This design comes from an exercise in tuning for small area and a short achievable clock period on the open sky130 flow, not from production work. Where RTL was checked, it was by simulation tests only, not by an equivalence proof against the original. Power figures rest on the tool's default switching activity, not on a simulated workload.

==> xenon: inputs <==
## mips_exec_stage
module mips_exec_stage
#(
  parameter logic [31:0] EXCEPT_VEC = 32'h8000_0000
)
(
  input  logic                  clk,
  input  logic                  rst_n,
  input  logic                  instr_valid,
  input  logic [WORD_W-1:0]     instr,
  input  logic [WORD_W-1:0]     rs_data,
  input  logic [WORD_W-1:0]     rt_data,
  input  logic [PC_W-1:0]       pc_crnt,
  input  logic [PC_W-1:0]       pc_next,
  input  logic                  cause_bd,
  input  logic                  exl,
  output logic                  greg_wen,
  output logic [REG_ADDR_W-1:0] greg_waddr,
  output logic [WORD_W-1:0]     greg_wdata,
  output logic                  pcreg_wen,
  output logic [PC_W-1:0]       pcreg_wdata,
  output logic                  exception,
  output logic                  cause_wen,
  output logic [3:0]            cause_excode,
  output logic                  epc_wen,
  output logic [WORD_W-1:0]     epc_data
);
==> flow/config.mk <==
export PLATFORM = sky130hd
export DESIGN_NAME = mips_exec_stage
export DESIGN_NICKNAME = mips_exec_stage
export VERILOG_FILES = /design/flow/design.v
export SDC_FILE = /design/flow/constraint.sdc
export NUM_CORES = 4
export LEC_CHECK = 0
export CAP_MARGIN = 20
export CORE_MARGIN = 2
export CORE_UTILIZATION = 25
export SETUP_SLACK_MARGIN = 2.5
export SLEW_MARGIN = 20
export BUFFER_PORTS_ARGS = -buffer_cell sky130_fd_sc_hd__buf_1
==> flow/constraint.sdc <==
create_clock -name core_clock -period 8.0 [get_ports {clk}]
set_input_delay 1.6000 -clock core_clock [delete_from_list [all_inputs] [get_ports {clk}]]
set_output_delay 1.6000 -clock core_clock [all_outputs]
set_load 0.01 [all_outputs]
standard.sh (not shown) runs the stock make flow with config.mk's settings and CLKGATE_MAP_FILE= SYNTH_SCRIPT=/design/flow/synth_recipe.tcl, a recipe that flattens the netlist after the stock synthesis.
==> flow/flow/run.sh <==
#!/bin/bash
set -e
echo "export BUFFER_PORTS_ARGS = -buffer_cell sky130_fd_sc_hd__buf_1" >> config.mk
export BUFFER_PORTS_ARGS="-buffer_cell sky130_fd_sc_hd__buf_1"
bash standard.sh > standard.log 2>&1
==> juniper: changes against xenon <==
--- a/flow/design.v
+++ b/flow/design.v
@@ -122,17 +122,17 @@
       reserved = 1'b1;
     else if (op[3:0] == 4'b0000)
       reserved = ~fn_ok;
     else if (op[3:0] == 4'b0001)
       reserved = (f_rt[4:1] != 4'b0000);
   end
   assign imm_op   = i_t;
   assign imm_sext = ~op[2];
-  assign sub      = (r_t & fn[5] & fn[1] & ~fn[2]) | (i_t & ~op[2] & op[1]);
+  assign sub      = i_t ? op[1] : (fn[1] & ~op[2]);
   assign sh_var   = fn[2];
   assign sh_left  = ~fn[1];
   assign sh_arith = fn[0];
   assign lop      = i_t ? op[1:0] : fn[1:0];
   assign sel_sum   = (r_t & fn[5] & ~fn[3] & ~fn[2]) | (i_t & ~op[2] & ~op[1]);
   assign sel_logic = (r_t & fn[5] & ~fn[3] & fn[2]) | (i_t & op[2] & ~(op[1] & op[0]));
   assign sel_less  = (r_t & fn[5] & fn[3]) | (i_t & ~op[2] & op[1]);
   assign less_uns  = i_t ? op[0] : fn[0];
@@ -209,22 +209,25 @@
   );
   assign c[N:1] = gc;
   assign c[0] = sub;
   assign sum  = p ^ c[N-1:0];
   assign overflow = c[N-1] ^ c[N];
   assign less  = less_uns ? ~c[N] : (p[N-1] ^ c[N]);
   assign equal = ~|p;
   logic lg_g;
-  logic lg_p;
+  logic lg_o;
+  logic lg_x;
   logic lg_n;
-  assign lg_g = sel_logic & ~lop[1];
-  assign lg_p = sel_logic & (lop[1] ^ lop[0]);
-  assign lg_n = sel_logic & lop[1] & lop[0];
-  assign logic_r = ({N{lg_g}} & g) | ({N{lg_p}} & p) | ({N{lg_n}} & ~(p | g));
+  assign lg_g = sel_logic & (lop == 2'b00);
+  assign lg_o = sel_logic & (lop == 2'b01);
+  assign lg_x = sel_logic & (lop == 2'b10);
+  assign lg_n = sel_logic & (lop == 2'b11);
+  assign logic_r = ({N{lg_g}} & g) | ({N{lg_o}} & (p | g)) | ({N{lg_x}} & ~p)
+                 | ({N{lg_n}} & ~(a | b));
   logic [4:0]   shamt;
   logic [N-1:0] sh_in;
   logic [N-1:0] sh_out;
   logic         fill;
   assign shamt = sh_var ? rs_data[4:0] : sa;
   assign fill  = sh_arith & rt_data[N-1];
   always_comb
   begin
@@ -255,17 +258,17 @@
   parameter int W    = 32,
   parameter int ARCH = 0    
 )
 (
   input  logic [W-1:0] g,
   input  logic [W-1:0] p,
   output logic [W-1:0] gc
 );
-  localparam int LG = $clog2(W);
+  localparam int LG = (W <= 2) ? 1 : (W <= 4) ? 2 : (W <= 8) ? 3 : (W <= 16) ? 4 : (W <= 32) ? 5 : 6;
   generate
     if (ARCH == 3)
     begin : g_rip
       logic [W-1:0] r;
       assign r[0] = g[0];
       for (genvar i = 1; i < W; i++)
       begin : g_bit
         assign r[i] = g[i] | (p[i] & r[i-1]);
@@ -402,17 +405,17 @@
                 : tgt_j  ? {pc_crnt[PC_W-1:PC_W-4], jump_index}
                 :          bta;
   assign pc_wdata = br_target ? target : PC_W'(32'h2000_0000);
 endmodule
 `timescale 1ns/1ns
 import mips_pkg::*;
 module mips_commit
 #(
-  parameter bit MERGE_EPC = 1'b0
+  parameter bit MERGE_EPC = 1'b1
 )
 (
   input  logic                  clk,
   input  logic                  rst_n,
   input  logic                  instr_valid,
   input  logic                  writes_reg,
   input  logic [REG_ADDR_W-1:0] waddr,
   input  logic                  checks_ov,
Settings changed: CORE_UTILIZATION 25 to 50, PLACE_DENSITY set to 0.75, SETUP_SLACK_MARGIN 2.5 to 3.0.
==> sierra: changes against xenon <==
--- a/flow/design.v
+++ b/flow/design.v
@@ -122,28 +122,28 @@
       reserved = 1'b1;
     else if (op[3:0] == 4'b0000)
       reserved = ~fn_ok;
     else if (op[3:0] == 4'b0001)
       reserved = (f_rt[4:1] != 4'b0000);
   end
   assign imm_op   = i_t;
   assign imm_sext = ~op[2];
-  assign sub      = (r_t & fn[5] & fn[1] & ~fn[2]) | (i_t & ~op[2] & op[1]);
+  assign sub      = i_t ? op[1] : (fn[1] & ~op[2]);
   assign sh_var   = fn[2];
   assign sh_left  = ~fn[1];
   assign sh_arith = fn[0];
   assign lop      = i_t ? op[1:0] : fn[1:0];
-  assign sel_sum   = (r_t & fn[5] & ~fn[3] & ~fn[2]) | (i_t & ~op[2] & ~op[1]);
-  assign sel_logic = (r_t & fn[5] & ~fn[3] & fn[2]) | (i_t & op[2] & ~(op[1] & op[0]));
-  assign sel_less  = (r_t & fn[5] & fn[3]) | (i_t & ~op[2] & op[1]);
+  assign sel_sum   = i_t ? (~op[2] & ~op[1]) : (fn[5] & ~fn[3] & ~fn[2]);
+  assign sel_logic = i_t ? (op[2] & ~(op[1] & op[0])) : (fn[5] & fn[2]);
+  assign sel_less  = i_t ? (~op[2] & op[1]) : (fn[5] & fn[3]);
   assign less_uns  = i_t ? op[0] : fn[0];
-  assign sel_sll   = r_t & ~fn[5] & ~fn[3] & ~fn[1];
-  assign sel_sr    = r_t & ~fn[5] & ~fn[3] & fn[1];
-  assign sel_lui   = i_t & (op[2:0] == 3'b111);
+  assign sel_sll   = ~i_t & ~fn[5] & ~fn[1];
+  assign sel_sr    = ~i_t & ~fn[5] & fn[1];
+  assign sel_lui   = i_t & op[2] & op[1] & op[0];
   assign sel_link  = (r_t & ~fn[5] & fn[3]) | jal;
   assign br_r      = r_t & ~fn[5] & fn[3];
   assign br_regimm = (op[3:0] == 4'b0001);
   assign br_j      = (op[3:1] == 3'b001);
   assign br_eq     = (op[3:1] == 3'b010);
   assign br_lez    = (op[3:1] == 3'b011);
   assign br_inv    = br_regimm ? f_rt[0] : op[0];
   assign br_target = (op[5:3] == 3'b000) &
@@ -209,22 +209,25 @@
   );
   assign c[N:1] = gc;
   assign c[0] = sub;
   assign sum  = p ^ c[N-1:0];
   assign overflow = c[N-1] ^ c[N];
   assign less  = less_uns ? ~c[N] : (p[N-1] ^ c[N]);
   assign equal = ~|p;
   logic lg_g;
-  logic lg_p;
+  logic lg_o;
+  logic lg_x;
   logic lg_n;
-  assign lg_g = sel_logic & ~lop[1];
-  assign lg_p = sel_logic & (lop[1] ^ lop[0]);
-  assign lg_n = sel_logic & lop[1] & lop[0];
-  assign logic_r = ({N{lg_g}} & g) | ({N{lg_p}} & p) | ({N{lg_n}} & ~(p | g));
+  assign lg_g = sel_logic & (lop == 2'b00);
+  assign lg_o = sel_logic & (lop == 2'b01);
+  assign lg_x = sel_logic & (lop == 2'b10);
+  assign lg_n = sel_logic & (lop == 2'b11);
+  assign logic_r = ({N{lg_g}} & g) | ({N{lg_o}} & (p | g)) | ({N{lg_x}} & ~p)
+                 | ({N{lg_n}} & ~(a | b));
   logic [4:0]   shamt;
   logic [N-1:0] sh_in;
   logic [N-1:0] sh_out;
   logic         fill;
   assign shamt = sh_var ? rs_data[4:0] : sa;
   assign fill  = sh_arith & rt_data[N-1];
   always_comb
   begin
@@ -255,17 +258,17 @@
   parameter int W    = 32,
   parameter int ARCH = 0    
 )
 (
   input  logic [W-1:0] g,
   input  logic [W-1:0] p,
   output logic [W-1:0] gc
 );
-  localparam int LG = $clog2(W);
+  localparam int LG = (W <= 2) ? 1 : (W <= 4) ? 2 : (W <= 8) ? 3 : (W <= 16) ? 4 : (W <= 32) ? 5 : 6;
   generate
     if (ARCH == 3)
     begin : g_rip
       logic [W-1:0] r;
       assign r[0] = g[0];
       for (genvar i = 1; i < W; i++)
       begin : g_bit
         assign r[i] = g[i] | (p[i] & r[i-1]);
@@ -402,17 +405,17 @@
                 : tgt_j  ? {pc_crnt[PC_W-1:PC_W-4], jump_index}
                 :          bta;
   assign pc_wdata = br_target ? target : PC_W'(32'h2000_0000);
 endmodule
 `timescale 1ns/1ns
 import mips_pkg::*;
 module mips_commit
 #(
-  parameter bit MERGE_EPC = 1'b0
+  parameter bit MERGE_EPC = 1'b1
 )
 (
   input  logic                  clk,
   input  logic                  rst_n,
   input  logic                  instr_valid,
   input  logic                  writes_reg,
   input  logic [REG_ADDR_W-1:0] waddr,
   input  logic                  checks_ov,
Settings changed: ABC_AREA set to 1, CORE_UTILIZATION 25 to 50, PLACE_DENSITY set to 0.75, SETUP_SLACK_MARGIN 2.5 to 3.0.
==> notes <==
The highest sequential power belongs to xenon, the lowest to juniper. In juniper the combinational power is larger than in xenon, by about 10%. Power, lowest first: juniper, sierra, xenon. sierra went through all stages and came out clean. xenon produced a clean layout. juniper produced a clean layout. Clock power, lowest first: juniper, xenon, sierra.
The RTL of xenon was laid out without a check of its function.

port drivers added, routing unchanged:
No port has a modelled driver above. Below, the same layouts with a new extraction and two added sets of constraints. Step 1 sets driving cells, clkbuf_16 on the clock port and buf_2 on the other inputs (assumed; they add their load-dependent delay and slew). Step 2 also shifts input and output timing later by t, the mid clock arrival at the registers, as if the neighbouring blocks saw the same clock. Three values: ideal ports, drivers, drivers and shift; two values: the first two.
run	shift t [ns]	setup slack, ns	hold slack, ns	pins driven straight from the clock port
xenon	0.436	2.501 / 2.527 / 2.091	1.434 / 1.433 / 1.869	1
juniper	0.401	2.983 / 2.985 / 2.584	1.463 / 1.442 / 1.843	1
sierra	0.398	3.070 / 3.091 / 2.693	1.391 / 1.370 / 1.768	1
After both steps setup and hold are still met in every run listed. For xenon, which loses most, drivers alone change the setup slack by +0.026 ns; drivers and shift together by -0.410 ns.
